Source: an optimization exercise on an open RTL-to-GDS flow (aim: small area, a short achievable clock period and few clock cycles per item). Production flows keep margins and buffers that such runs may drop.
Where RTL was checked, it was by simulation tests only, not by an equivalence proof against the original.
No activity file was given, so power comes from the tool's default toggle rates.

==> build 3 <==
// rect_edge_conditional_median_unit
module rect_edge_conditional_median_unit (
  input  wire logic                              clk,
  input  wire logic                              rst,
  input  wire logic                              push,
  input  wire logic                              mode,
  input  wire logic [recm_pkg::PIX_W-1:0]        pixel_in,
  output logic                                   full,
  output logic                                   empty,
  input  wire logic                              pop,
  output logic [recm_pkg::PIX_W-1:0]             pixel_out,
  output logic                                   frame_last,
  input  wire logic                              cfg_write,
  input  wire logic [recm_pkg::CFG_IDX_W-1:0]    cfg_index,
  input  wire logic [recm_pkg::PIX_W-1:0]        cfg_data
);
==> flow/config.mk <==
export PLATFORM = sky130hd
export DESIGN_NAME = rect_edge_conditional_median_unit
export DESIGN_NICKNAME = rect_edge_conditional_median_unit
export VERILOG_FILES = /design/flow/design.v
export SDC_FILE = /design/flow/constraint.sdc
export NUM_CORES = 4
export LEC_CHECK = 0
export CAP_MARGIN = 20
export CORE_MARGIN = 2
export CORE_UTILIZATION = 40
export SETUP_SLACK_MARGIN = 2.3
export SLEW_MARGIN = 20
==> flow/constraint.sdc <==
create_clock -name core_clock -period 4.5 [get_ports {clk}]
set_input_delay 0.9000 -clock core_clock [delete_from_list [all_inputs] [get_ports {clk}]]
set_output_delay 0.9000 -clock core_clock [all_outputs]
set_load 0.01 [all_outputs]
run.sh (not shown) runs the stock make flow with config.mk's settings and CLKGATE_MAP_FILE= SYNTH_SCRIPT=/design/flow/synth_recipe.tcl, a recipe that flattens the netlist after the stock synthesis.
==> build 1 (differences from build 3) <==
--- a/flow/design.v
+++ b/flow/design.v
@@ -9,41 +9,22 @@
   localparam int LEN_W        = 7;
   localparam int CFG_IDX_W    = 3;
   localparam int OQ_DEPTH     = 7;
   typedef logic [PIX_W-1:0] pix_t;
 endpackage
 `default_nettype wire
 `default_nettype none
-function automatic logic recm_gt(input logic [7:0] a, input logic [7:0] b);
-  logic [7:0] g;
-  logic [7:0] e;
-  logic [3:0] g2;
-  logic [3:0] e2;
-  logic [1:0] g4;
-  logic [1:0] e4;
-  g = a & ~b;
-  e = ~(a ^ b);
-  for (int i = 0; i < 4; i++) begin
-    g2[i] = g[2*i+1] | (e[2*i+1] & g[2*i]);
-    e2[i] = e[2*i+1] & e[2*i];
-  end
-  for (int i = 0; i < 2; i++) begin
-    g4[i] = g2[2*i+1] | (e2[2*i+1] & g2[2*i]);
-    e4[i] = e2[2*i+1] & e2[2*i];
-  end
-  recm_gt = g4[1] | (e4[1] & g4[0]);
-endfunction
 module recm_pair (
   input  wire logic [7:0] a,
   input  wire logic [7:0] b,
   output logic [7:0]      lo,
   output logic [7:0]      hi
 );
   always_comb begin
-    if (recm_gt(a, b)) begin
+    if (a > b) begin
       lo = b;
       hi = a;
     end else begin
       lo = a;
       hi = b;
     end
   end
@@ -54,47 +35,47 @@
   input  wire logic [7:0] m,
   output logic [7:0]      lo,
   output logic [7:0]      mid,
   output logic [7:0]      hi
 );
   logic below;
   logic above;
-  assign below = recm_gt(plo, m);
-  assign above = recm_gt(m, phi);
+  assign below = m < plo;
+  assign above = m > phi;
   assign lo  = below ? m : plo;
   assign hi  = above ? m : phi;
   assign mid = below ? plo : (above ? phi : m);
 endmodule
 module recm_med3 (
   input  wire logic [7:0] a,
   input  wire logic [7:0] b,
   input  wire logic [7:0] c,
   output logic [7:0]      y
 );
   logic ab;
   logic ac;
   logic bc;
-  assign ab = recm_gt(a, b);
-  assign ac = recm_gt(a, c);
-  assign bc = recm_gt(b, c);
+  assign ab = a > b;
+  assign ac = a > c;
+  assign bc = b > c;
   always_comb begin
     if (ab == ac) begin
       y = (ab == bc) ? b : c;
     end else begin
       y = a;
     end
   end
 endmodule
 module recm_clamp (
   input  wire logic [7:0] x,
   input  wire logic [7:0] lo,
   input  wire logic [7:0] hi,
   output logic [7:0]      y
 );
-  assign y = recm_gt(lo, x) ? lo : (recm_gt(x, hi) ? hi : x);
+  assign y = (x < lo) ? lo : ((x > hi) ? hi : x);
 endmodule
 `default_nettype wire
 `default_nettype none
 module rect_edge_conditional_median_unit (
   input  wire logic                              clk,
   input  wire logic                              rst,
   input  wire logic                              push,
@@ -257,27 +238,27 @@
   logic       p2_filt;
   recm_col3 u_col1 (.plo(p1_c1lo), .phi(p1_c1hi), .m(p1_m1), .lo(a1), .mid(m1), .hi(h1));
   recm_col3 u_col2 (.plo(p1_c2lo), .phi(p1_c2hi), .m(p1_m2), .lo(a2), .mid(m2), .hi(h2));
   recm_pair u_pm   (.a(m1), .b(m2), .lo(s_lo), .hi(s_hi));
   always_ff @(posedge clk) begin
     p2_a0   <= p1_c0lo;
     p2_h0   <= p1_c0hi;
-    p2_A    <= recm_gt(a1, a2) ? a1 : a2;
-    p2_C    <= recm_gt(h2, h1) ? h1 : h2;
+    p2_A    <= (a1 > a2) ? a1 : a2;
+    p2_C    <= (h1 < h2) ? h1 : h2;
     p2_s    <= s_lo;
     p2_t    <= s_hi;
     p2_c    <= p1_m1;
-    p2_filt <= p1_band && recm_gt(p1_m1, cfg_mean);
+    p2_filt <= p1_band && (p1_m1 > cfg_mean);
   end
   logic [7:0] x1, y1, x2, y2, a4, a5;
   logic [7:0] p3_lo, p3_hi;
   recm_clamp u_x1 (.x(p2_a0), .lo(p2_s), .hi(p2_t), .y(x1));
   recm_clamp u_y2 (.x(p2_h0), .lo(p2_s), .hi(p2_t), .y(y2));
-  assign y1 = recm_gt(p2_C, p2_h0) ? p2_h0 : p2_C;
-  assign x2 = recm_gt(p2_a0, p2_A) ? p2_a0 : p2_A;
+  assign y1 = (p2_h0 < p2_C) ? p2_h0 : p2_C;
+  assign x2 = (p2_a0 > p2_A) ? p2_a0 : p2_A;
   recm_med3 u_a4 (.a(p2_A), .b(x1), .c(y1), .y(a4));
   recm_med3 u_a5 (.a(x2), .b(y2), .c(p2_C), .y(a5));
   always_ff @(posedge clk) begin
     p3_lo <= p2_filt ? a4 : p2_c;
     p3_hi <= p2_filt ? a5 : p2_c;
   end
   recm_clamp u_res (.x(F[0]), .lo(p3_lo), .hi(p3_hi), .y(res));
SETUP_SLACK_MARGIN = not set   (was 2.3)
==> build 32 (differences from build 3) <==
ABC_CLOCK_PERIOD_IN_PS = 2000   (was not set)
==> summary of the runs <==
Against build 1, the core utilization of build 32 is higher by 3.5 points. Final cell count: build 32 is larger than build 1 (2.3%). Synthesized cell count is the same in build 32 and build 3. Of build 1 and build 3, build 3 has the higher maximum frequency (gap about 9%, measured against build 3). Against build 1, the clock skew of build 3 is lower by 0.023 ns. Synthesized area: build 32 is lower than build 1 (1.0%).
==> figures <==
Post-CTS Repair Setup Buffers: build 3 129; build 32 129; build 1 0
Internal power contribution: build 3 22.44 mW; build 32 22.44 mW; build 1 21.54 mW
Vias in the first global route: build 3 23.93k; build 32 23.93k; build 1 22.81k
Least setup slack across all paths after layout: build 3 0.6749 ns; build 32 0.6749 ns; build 1 0.2862 ns
Average routed wire per standard cell: build 3 18.55 µm; build 32 18.55 µm; build 1 17.52 µm
Crit-path max cell delay: build 3 0.37 ns; build 32 0.37 ns; build 1 0.48 ns
Post-synthesis adder-cell area fraction: build 3 0.05420; build 32 0.05420; build 1 0.05861
Status: build 3 finished clean; build 32 finished clean; build 1 finished clean
Synth Area per Inst: build 3 16.42 µm²; build 32 16.42 µm²; build 1 16.26 µm²
Area growth from synthesis to layout: build 3 24.20%; build 32 24.20%; build 1 14.95%
Sequential fraction of the synthesis area: build 3 0.7649; build 32 0.7649; build 1 0.7571
Sequential portion of the cell area: build 3 0.6182; build 32 0.6182; build 1 0.6589
Total inserted antenna cells: build 3 0; build 32 0; build 1 1
Sequential cell area: build 3 36260 µm²; build 32 36260 µm²; build 1 36140 µm²
Testbench counts of build 1, summed over its fixed seeds: cycles 33,312, items 32,768.
Only the layout flow was run in build 3 and build 32; the RTL was not checked for function there.

afterwards: timing with drivers on the ports:
The flow's constraints put no driver on any port. The routed layouts listed below were extracted and timed again, unchanged, in two steps. Step 1 (the two cells are an assumption about what drives the block):
set clk [get_ports {clk}]
set_driving_cell -lib_cell sky130_fd_sc_hd__clkbuf_16 $clk
set_driving_cell -lib_cell sky130_fd_sc_hd__buf_2 [delete_from_list [all_inputs] $clk]
Step 2 times the ports against the registers' clock, not the clock port: input delays grow and output delays shrink by t, the midpoint of the rising clock arrivals with the driver on. Slacks: ideal ports / drivers / drivers and shift; pairs: ideal ports / drivers.
| run | t, ns | slack for setup (ns) | hold slack, ns | latest minus earliest clock arrival (ns) | cell pins on the clock port's net |
|---|---|---|---|---|---|
| build 3 | 0.776 | 0.675 / 0.675 / 0.675 | 0.310 / 0.310 / 0.310 | 0.057 / 0.057 | 1 |
| build 1 | 0.795 | 0.286 / 0.286 / 0.286 | 0.295 / 0.295 / 0.295 | 0.102 / 0.103 | 1 |
| build 32 | 0.776 | 0.675 / 0.675 / 0.675 | 0.310 / 0.310 / 0.310 | 0.057 / 0.057 | 1 |
After both steps setup and hold are still met in every run listed.
